Background: an optimization exercise with open tools, aiming at small area, a short achievable clock period and few clock cycles. Do not read the settings as production practice.

==> try-onyx: inputs <==
// bezier_middle_control_solver
module bezier_middle_control_solver (
   input  logic                  clock,
   input  logic                  reset,
   input  logic                  req_tvalid,
   output logic                  req_tready,
   input  logic [REQ_DATA_W-1:0] req_tdata,
   output logic                  rsp_tvalid,
   input  logic                  rsp_tready,
   output logic [RSP_DATA_W-1:0] rsp_tdata
);
==> flow/config.mk <==
export PLATFORM = sky130hd
export DESIGN_NAME = bezier_middle_control_solver
export DESIGN_NICKNAME = bezier_middle_control_solver
export VERILOG_FILES = /design/flow/design.v
export SDC_FILE = /design/flow/constraint.sdc
export NUM_CORES = 8
export LEC_CHECK = 0
export CAP_MARGIN = 40
export CORE_MARGIN = 2
export CORE_UTILIZATION = 40
export SLEW_MARGIN = 40
export SETUP_SLACK_MARGIN = 9
==> flow/constraint.sdc <==
create_clock -name core_clock -period 15.0 [get_ports {clock}]
set_input_delay 3.0000 -clock core_clock [delete_from_list [all_inputs] [get_ports {clock}]]
set_output_delay 3.0000 -clock core_clock [all_outputs]
set_load 0.01 [all_outputs]
standard.sh (not shown) runs the stock make flow with config.mk's settings and CLKGATE_MAP_FILE= SYNTH_SCRIPT=/design/flow/synth_recipe.tcl, a recipe that flattens the netlist after the stock synthesis.
==> flow/flow/run.sh <==
#!/bin/bash
# Standard layout with a tighter setup target for timing repair.
set -e
echo "export SETUP_SLACK_MARGIN = 9" >> config.mk
bash standard.sh > standard.log 2>&1
==> try-maple (differences from try-onyx) <==
--- a/flow/design.v
+++ b/flow/design.v
@@ -3,51 +3,10 @@
    localparam int REQ_DATA_W = 6 * COORD_W;
    localparam int RSP_DATA_W = 88;
    localparam int T_W        = 17;
    localparam int ACC_W      = 71;
 endpackage
-module bmcs_ks #(parameter int W = 34) (
-   input  logic [W-1:0] a,
-   input  logic [W-1:0] b,
-   input  logic         ci,
-   output logic [W-1:0] s
-);
-   localparam int L = $clog2(W);
-   logic [W-1:0] g [0:L];
-   logic [W-1:0] p [0:L];
-   logic [W-1:0] h;
-   assign h    = a ^ b;
-   assign g[0] = (a & b) | {{(W-1){1'b0}}, h[0] & ci};
-   assign p[0] = h;
-   genvar k, i;
-   generate
-      for (k = 0; k < L; k++) begin : lv
-         for (i = 0; i < W; i++) begin : bt
-            if (i >= (1 << k)) begin : n
-               assign g[k+1][i] = g[k][i] | (p[k][i] & g[k][i - (1 << k)]);
-               assign p[k+1][i] = p[k][i] & p[k][i - (1 << k)];
-            end else begin : w
-               assign g[k+1][i] = g[k][i];
-               assign p[k+1][i] = p[k][i];
-            end
-         end
-      end
-   endgenerate
-   assign s = h ^ {g[L][W-2:0], ci};
-endmodule
-module bmcs_csa #(parameter int W = 34) (
-   input  logic [W-1:0] a,
-   input  logic [W-1:0] b,
-   input  logic [W-1:0] d,
-   output logic [W-1:0] s,
-   output logic [W-1:0] c
-);
-   logic [W-1:0] m;
-   assign m = (a & b) | (a & d) | (b & d);
-   assign s = a ^ b ^ d;
-   assign c = {m[W-2:0], 1'b0};
-endmodule
 import bmcs_pkg::*;
 module bmcs_setup (
    input  logic                    clock,
    input  logic                    reset,
    input  logic                    req_tvalid,
@@ -91,38 +50,35 @@
          3'd2: begin da = yc ? a0y : a0x; db = yc ? aqy : aqx; end
          3'd3: begin da = yc ? a0y : a0x; db = yc ? a2y : a2x; dsub = 1'b0; end
          3'd4: begin da = (yc ? a0y : a0x) <<< 1; db = yc ? a2y : a2x; end
          default: begin da = (yc ? aqy : aqx) <<< 4; db = (yc ? a2y : a2x) <<< 2; end
       endcase
+      dsum = dsub ? da - db : da + db;
    end
-   bmcs_ks #(38) u_dadd (.a(da), .b(db ^ {38{dsub}}), .ci(dsub), .s(dsum));
    wire sq_en = (cnt >= 4'd1) && (cnt <= 4'd6);
    logic [63:0] sqs_n, sqc_n, sqs, sqc;
    bmcs_sqtree u_sq (
       .x (op & {32{sq_en}}),
       .e (ope & sq_en),
       .s (sqs_n),
       .c (sqc_n)
    );
-   logic [ACC_W-1:0] xv, yv, sum, as1, ac1, as2, ac2;
-   logic yneg;
+   logic [ACC_W-1:0] xv, yv, sum;
    always_comb begin
-      xv = '0; yv = '0; yneg = 1'b0;
+      xv = '0; yv = '0;
       unique case (cnt)
          4'd3:  xv = ACC_W'(r1);
          4'd5:  xv = ACC_W'(r2);
          4'd6:  xv = ACC_W'(r2);
          4'd7:  xv = r3;
-         4'd8:  begin xv = (ACC_W'(r2) << 1) | ACC_W'(1); yv = ~r3; yneg = 1'b1; end
-         4'd9:  begin xv = (r3 << 4) | ACC_W'(1); yv = ~(ACC_W'(r1) << 2); yneg = 1'b1; end
+         4'd8:  begin xv = (ACC_W'(r2) << 1) | ACC_W'(1); yv = ~r3; end
+         4'd9:  begin xv = (r3 << 4) | ACC_W'(1); yv = ~(ACC_W'(r1) << 2); end
          4'd10: begin xv = ACC_W'(r2) << 2; yv = ACC_W'(r2) << 1; end
          default: ;
       endcase
    end
-   bmcs_csa #(ACC_W) u_acs1 (.a(ACC_W'(sqs)), .b(ACC_W'(sqc)), .d(xv), .s(as1), .c(ac1));
-   bmcs_csa #(ACC_W) u_acs2 (.a(as1), .b(ac1), .d(yv), .s(as2), .c(ac2));
-   bmcs_ks #(ACC_W) u_aadd (.a(as2), .b(ac2), .ci(1'b0), .s(sum));
+   assign sum = ACC_W'(sqs) + ACC_W'(sqc) + xv + yv;
    always_ff @(posedge clock) begin
       if (reset) begin
          busy <= 1'b0;
          full <= 1'b0;
          cnt  <= '0;
@@ -1365,48 +1321,41 @@
    assign C2 = {{4{c2r[108]}}, c2r, 4'd0};
    assign C3 = {10'd0, c3r, 6'd0};
    assign X1 = {c1r[113] ^ sn, c1r ^ {114{sn}}, 2'd0};
    assign X2 = {{4{c2r[108] ^ sn}}, c2r ^ {109{sn}}, 4'd0};
    assign X3 = {{10{sn}}, c3r ^ {101{sn}}, 6'd0};
-   logic [116:0] s1, y1, S0, Y0;
-   bmcs_csa #(117) u_c0a (.a(C0 | (117'(sn) << 2) | 117'(sn)), .b(X1), .d(C2), .s(s1), .c(y1));
-   bmcs_csa #(117) u_c0b (.a(s1), .b(y1), .d(C3 ^ {117{sn}}), .s(S0), .c(Y0));
-   bmcs_ks #(117) u_c0 (.a(S0), .b(Y0), .ci(1'b0), .s(c0n));
+   logic [116:0] O1, O4, s1, y1, S0, Y0;
+   assign O1 = C0 | (117'(sn) << 2) | 117'(sn);
+   assign O4 = C3 ^ {117{sn}};
+   assign s1 = O1 ^ X1 ^ C2;
+   assign y1 = ((O1 & X1) | (O1 & C2) | (X1 & C2)) << 1;
+   assign S0 = s1 ^ y1 ^ O4;
+   assign Y0 = ((s1 & y1) | (s1 & O4) | (y1 & O4)) << 1;
+   assign c0n = S0 + Y0;
    wire zcn = ((S0 ^ Y0) == ((S0 | Y0) << 1));
-   logic [116:0] s2, y2, S1, Y1;
-   bmcs_csa #(117) u_c1a (.a(C1), .b(X2 << 1), .d((C3 << 1) | (117'(sn) << 5)), .s(s2), .c(y2));
-   bmcs_csa #(117) u_c1b (.a(s2), .b(y2), .d(C3), .s(S1), .c(Y1));
-   bmcs_ks #(117) u_c1 (.a(S1), .b(Y1), .ci(1'b0), .s(c1n));
-   logic [116:0] S2, Y2;
-   bmcs_csa #(117) u_c2a (.a(C2 | (117'(sn) << 1)), .b((C3 << 1) ^ {117{sn}}), .d(C3 ^ {117{sn}}),
-                          .s(S2), .c(Y2));
-   bmcs_ks #(117) u_c2 (.a(S2), .b(Y2), .ci(1'b0), .s(c2n));
+   assign c1n = C1 + (X2 << 1) + (C3 << 1) + C3 + (117'(sn) << 5);
+   assign c2n = C2 + (X3 << 1) + X3 + (117'(sn) << 7) + (117'(sn) << 6);
    logic [64:0] NX0, NX1, NY0, NY1, SX2, SY2, nx0n, ny0n, nx1n, ny1n;
    assign NX0 = {nx0, 2'd0};
    assign NY0 = {ny0, 2'd0};
    assign NX1 = {nx1, 2'd0};
    assign NY1 = {ny1, 2'd0};
    assign SX2 = {{3{sx2[59]}}, sx2, 2'd0};
    assign SY2 = {{3{sy2[59]}}, sy2, 2'd0};
-   wire [64:0] nk = {63'd0, en && sn, en && !sn};
-   logic [64:0] sx0, yx0, sy0, yy0;
-   bmcs_csa #(65) u_nx0a (.a(NX0 | nk), .b((NX1 ^ {65{sn}}) & {65{en}}), .d(~SX2 & {65{en}}),
-                          .s(sx0), .c(yx0));
-   bmcs_csa #(65) u_ny0a (.a(NY0 | nk), .b((NY1 ^ {65{sn}}) & {65{en}}), .d(~SY2 & {65{en}}),
-                          .s(sy0), .c(yy0));
-   bmcs_ks #(65) u_nx0 (.a(sx0), .b(yx0), .ci(1'b0), .s(nx0n));
-   bmcs_ks #(65) u_ny0 (.a(sy0), .b(yy0), .ci(1'b0), .s(ny0n));
-   bmcs_ks #(65) u_nx1 (.a({NX1[64], NX1[64:1]}), .b(SX2 ^ {65{!sn}}), .ci(!sn), .s(nx1n));
-   bmcs_ks #(65) u_ny1 (.a({NY1[64], NY1[64:1]}), .b(SY2 ^ {65{!sn}}), .ci(!sn), .s(ny1n));
-   logic [33:0] D0, D1, P2, d0n, d1n, sd0, yd0;
+   assign nx0n = NX0 + ((NX1 ^ {65{sn}}) & {65{en}}) + (~SX2 & {65{en}})
+               + 65'(en && sn) + 65'(en);
+   assign ny0n = NY0 + ((NY1 ^ {65{sn}}) & {65{en}}) + (~SY2 & {65{en}})
+               + 65'(en && sn) + 65'(en);
+   assign nx1n = {NX1[64], NX1[64:1]} + (SX2 ^ {65{!sn}}) + 65'(!sn);
+   assign ny1n = {NY1[64], NY1[64:1]} + (SY2 ^ {65{!sn}}) + 65'(!sn);
+   logic [33:0] D0, D1, P2, d0n, d1n;
    assign D0  = {2'd0, d0, 3'd0};
    assign D1  = {d1[29], d1, 3'd0};
    assign P2  = 34'd2 << (2 * j);
-   bmcs_csa #(34) u_d0a (.a(D0 | {32'd0, en && sn, en && !sn}), .b((D1 ^ {34{sn}}) & {34{en}}),
-                         .d((~P2) & {34{en}}), .s(sd0), .c(yd0));
-   bmcs_ks #(34) u_d0 (.a(sd0), .b(yd0), .ci(1'b0), .s(d0n));
-   bmcs_ks #(34) u_d1 (.a({D1[33], D1[33:1]}), .b(sn ? P2 : ~P2), .ci(!sn), .s(d1n));
+   assign d0n = D0 + ((D1 ^ {34{sn}}) & {34{en}}) + 34'(en && sn) + ((~P2) & {34{en}})
+              + 34'(en);
+   assign d1n = {D1[33], D1[33:1]} + (sn ? P2 : ~P2) + 34'(!sn);
    logic [15:2] t0n;
    always_comb begin
       t0n = t0;
       if ((en && !sn) || hit) t0n[j + 1] = 1'b1;
    end
@@ -1468,10 +1417,14 @@
          d0    <= d0n[31:3];
          d1    <= d1n[32:3];
       end
    end
 endmodule
+function automatic logic [33:0] bmcs_nstep(input logic [33:0] r, input logic b,
+                                           input logic [33:0] d);
+   bmcs_nstep = {r[32:0], b} + (d ^ {34{!r[33]}}) + 34'(!r[33]);
+endfunction
 module bmcs_divide1 (
    input  logic           clock,
    input  logic           reset,
    input  logic           h_valid,
    input  logic [64:0]    h_nx,
@@ -1499,15 +1452,14 @@
    logic        exact, zt;
    wire last = (cnt == 4'd8);
    assign v_idle  = !busy;
    assign w_valid = busy && last && w_idle;
    wire [33:0] Dv = {2'd0, dv, 3'd0};
-   logic [33:0] rx1, rx2, ry1, ry2;
-   bmcs_ks #(34) u_x1 (.a({rx[32:0], sx[33]}),  .b(Dv ^ {34{!rx[33]}}),  .ci(!rx[33]),  .s(rx1));
-   bmcs_ks #(34) u_x2 (.a({rx1[32:0], sx[32]}), .b(Dv ^ {34{!rx1[33]}}), .ci(!rx1[33]), .s(rx2));
-   bmcs_ks #(34) u_y1 (.a({ry[32:0], sy[33]}),  .b(Dv ^ {34{!ry[33]}}),  .ci(!ry[33]),  .s(ry1));
-   bmcs_ks #(34) u_y2 (.a({ry1[32:0], sy[32]}), .b(Dv ^ {34{!ry1[33]}}), .ci(!ry1[33]), .s(ry2));
+   wire [33:0] rx1 = bmcs_nstep(rx,  sx[33], Dv);
+   wire [33:0] rx2 = bmcs_nstep(rx1, sx[32], Dv);
+   wire [33:0] ry1 = bmcs_nstep(ry,  sy[33], Dv);
+   wire [33:0] ry2 = bmcs_nstep(ry1, sy[32], Dv);
    wire [33:0] ox = rx + (Dv ^ {34{!rx[33]}}) + 34'(!rx[33]);
    wire [33:0] oy = ry + (Dv ^ {34{!ry[33]}}) + 34'(!ry[33]);
    wire ovfxn = (cnt == 4'd0) ? (ox[33] == rx[33]) : ovfx;
    wire ovfyn = (cnt == 4'd0) ? (oy[33] == ry[33]) : ovfy;
    assign w_rx    = rx2;
@@ -1574,15 +1526,14 @@
    logic        exact, zt;
    assign w_idle     = (st == V_IDLE);
    assign rsp_tvalid = (st == V_OUT);
    assign rsp_tdata  = {5'd0, sat, exact, sy[31:0], sx[31:0], t};
    wire [33:0] Dv = {2'd0, dv, 3'd0};
-   logic [33:0] rx1, rx2, ry1, ry2;
-   bmcs_ks #(34) u_x1 (.a({rx[32:0], sx[33]}),  .b(Dv ^ {34{!rx[33]}}),  .ci(!rx[33]),  .s(rx1));
-   bmcs_ks #(34) u_x2 (.a({rx1[32:0], sx[32]}), .b(Dv ^ {34{!rx1[33]}}), .ci(!rx1[33]), .s(rx2));
-   bmcs_ks #(34) u_y1 (.a({ry[32:0], sy[33]}),  .b(Dv ^ {34{!ry[33]}}),  .ci(!ry[33]),  .s(ry1));
-   bmcs_ks #(34) u_y2 (.a({ry1[32:0], sy[32]}), .b(Dv ^ {34{!ry1[33]}}), .ci(!ry1[33]), .s(ry2));
+   wire [33:0] rx1 = bmcs_nstep(rx,  sx[33], Dv);
+   wire [33:0] rx2 = bmcs_nstep(rx1, sx[32], Dv);
+   wire [33:0] ry1 = bmcs_nstep(ry,  sy[33], Dv);
+   wire [33:0] ry2 = bmcs_nstep(ry1, sy[32], Dv);
    function automatic logic [32:0] fmt(input logic [33:0] s, input logic [33:0] r,
                                        input logic neg, input logic ovf);
       logic        inc, sat1;
       logic [33:0] mid;
       inc  = s[0] && (!neg || (r != '0));
--- a/flow/config.mk
+++ b/flow/config.mk
@@ -5,8 +5,8 @@
 export SDC_FILE = /design/flow/constraint.sdc
 export NUM_CORES = 8
 export LEC_CHECK = 0
 export CAP_MARGIN = 40
 export CORE_MARGIN = 2
-export CORE_UTILIZATION = 40
+export CORE_UTILIZATION = 60
 export SLEW_MARGIN = 40
 export SETUP_SLACK_MARGIN = 9
==> notes.md <==
Status: try-maple no timing/DRC/antenna violations; try-onyx no timing/DRC/antenna violations
Final WL: try-maple 663 mm; try-onyx 644 mm
Floorplan Core Area: try-maple 300000 sq um; try-onyx 434000 sq um
Number of instances in the synthesized netlist: try-maple 20500; try-onyx 19600
Number of tap instances: try-maple 3958; try-onyx 5734
Gpl congestion: try-maple 1.05; try-onyx 0.980
Synth-to-Final Area Change: try-maple 15.9%; try-onyx 17.2%
Fraction of the cycle the final worst path needs: try-maple 0.476; try-onyx 0.497
Clock tree buffer count of the final layout: try-maple 315; try-onyx 305
Post-synthesis share of cell area spent on and, or, nand and nor gates: try-maple 0.141; try-onyx 0.144
Startpoint of the tightest hold check path: try-maple u_divide1.t[5]$_SDFFCE_PP0P_; try-onyx u_divide1.t[12]$_SDFFCE_PP0P_
Critical Path Fanout Max: try-maple 17; try-onyx 5
Worst clock skew: try-maple 0.0819 ns; try-onyx 0.151 ns
Clk tree area frac: try-maple 0.0358; try-onyx 0.0394
Detail Placement HPWL: try-maple 493 mm; try-onyx 487 mm
Global Route Usage Sum: try-maple 0.415; try-onyx 0.279
Most used routing layer: try-maple met2; try-onyx met1
Number of gates resized after cts: try-maple 917; try-onyx 913
CTS clock-pin slew for the worst setup and hold paths: try-maple 0.06 ns; try-onyx 0.07 ns
No functional check of the RTL was part of any run of this note.

==> port drivers added, routing unchanged <==
No port has a modelled driver above. Below, the same layouts with a new extraction and two added sets of constraints. Step 1 sets driving cells, clkbuf_16 on the clock port and buf_2 on the other inputs (assumed; they add their load-dependent delay and slew). Step 2 also shifts input and output timing later by t, the mid clock arrival at the registers, as if the neighbouring blocks saw the same clock. a / b / c = ideal ports / drivers / drivers and shift; a / b = the first two.
run	t, ns	slack for setup (ns)	worst slew at a driven data input, ns	pins driven straight from the clock port
try-onyx	1.060	7.551 / 7.551 / 7.551	0.09	1
try-maple	1.050	7.853 / 7.853 / 7.853	0.08	1
After both steps every run listed still meets setup and hold.
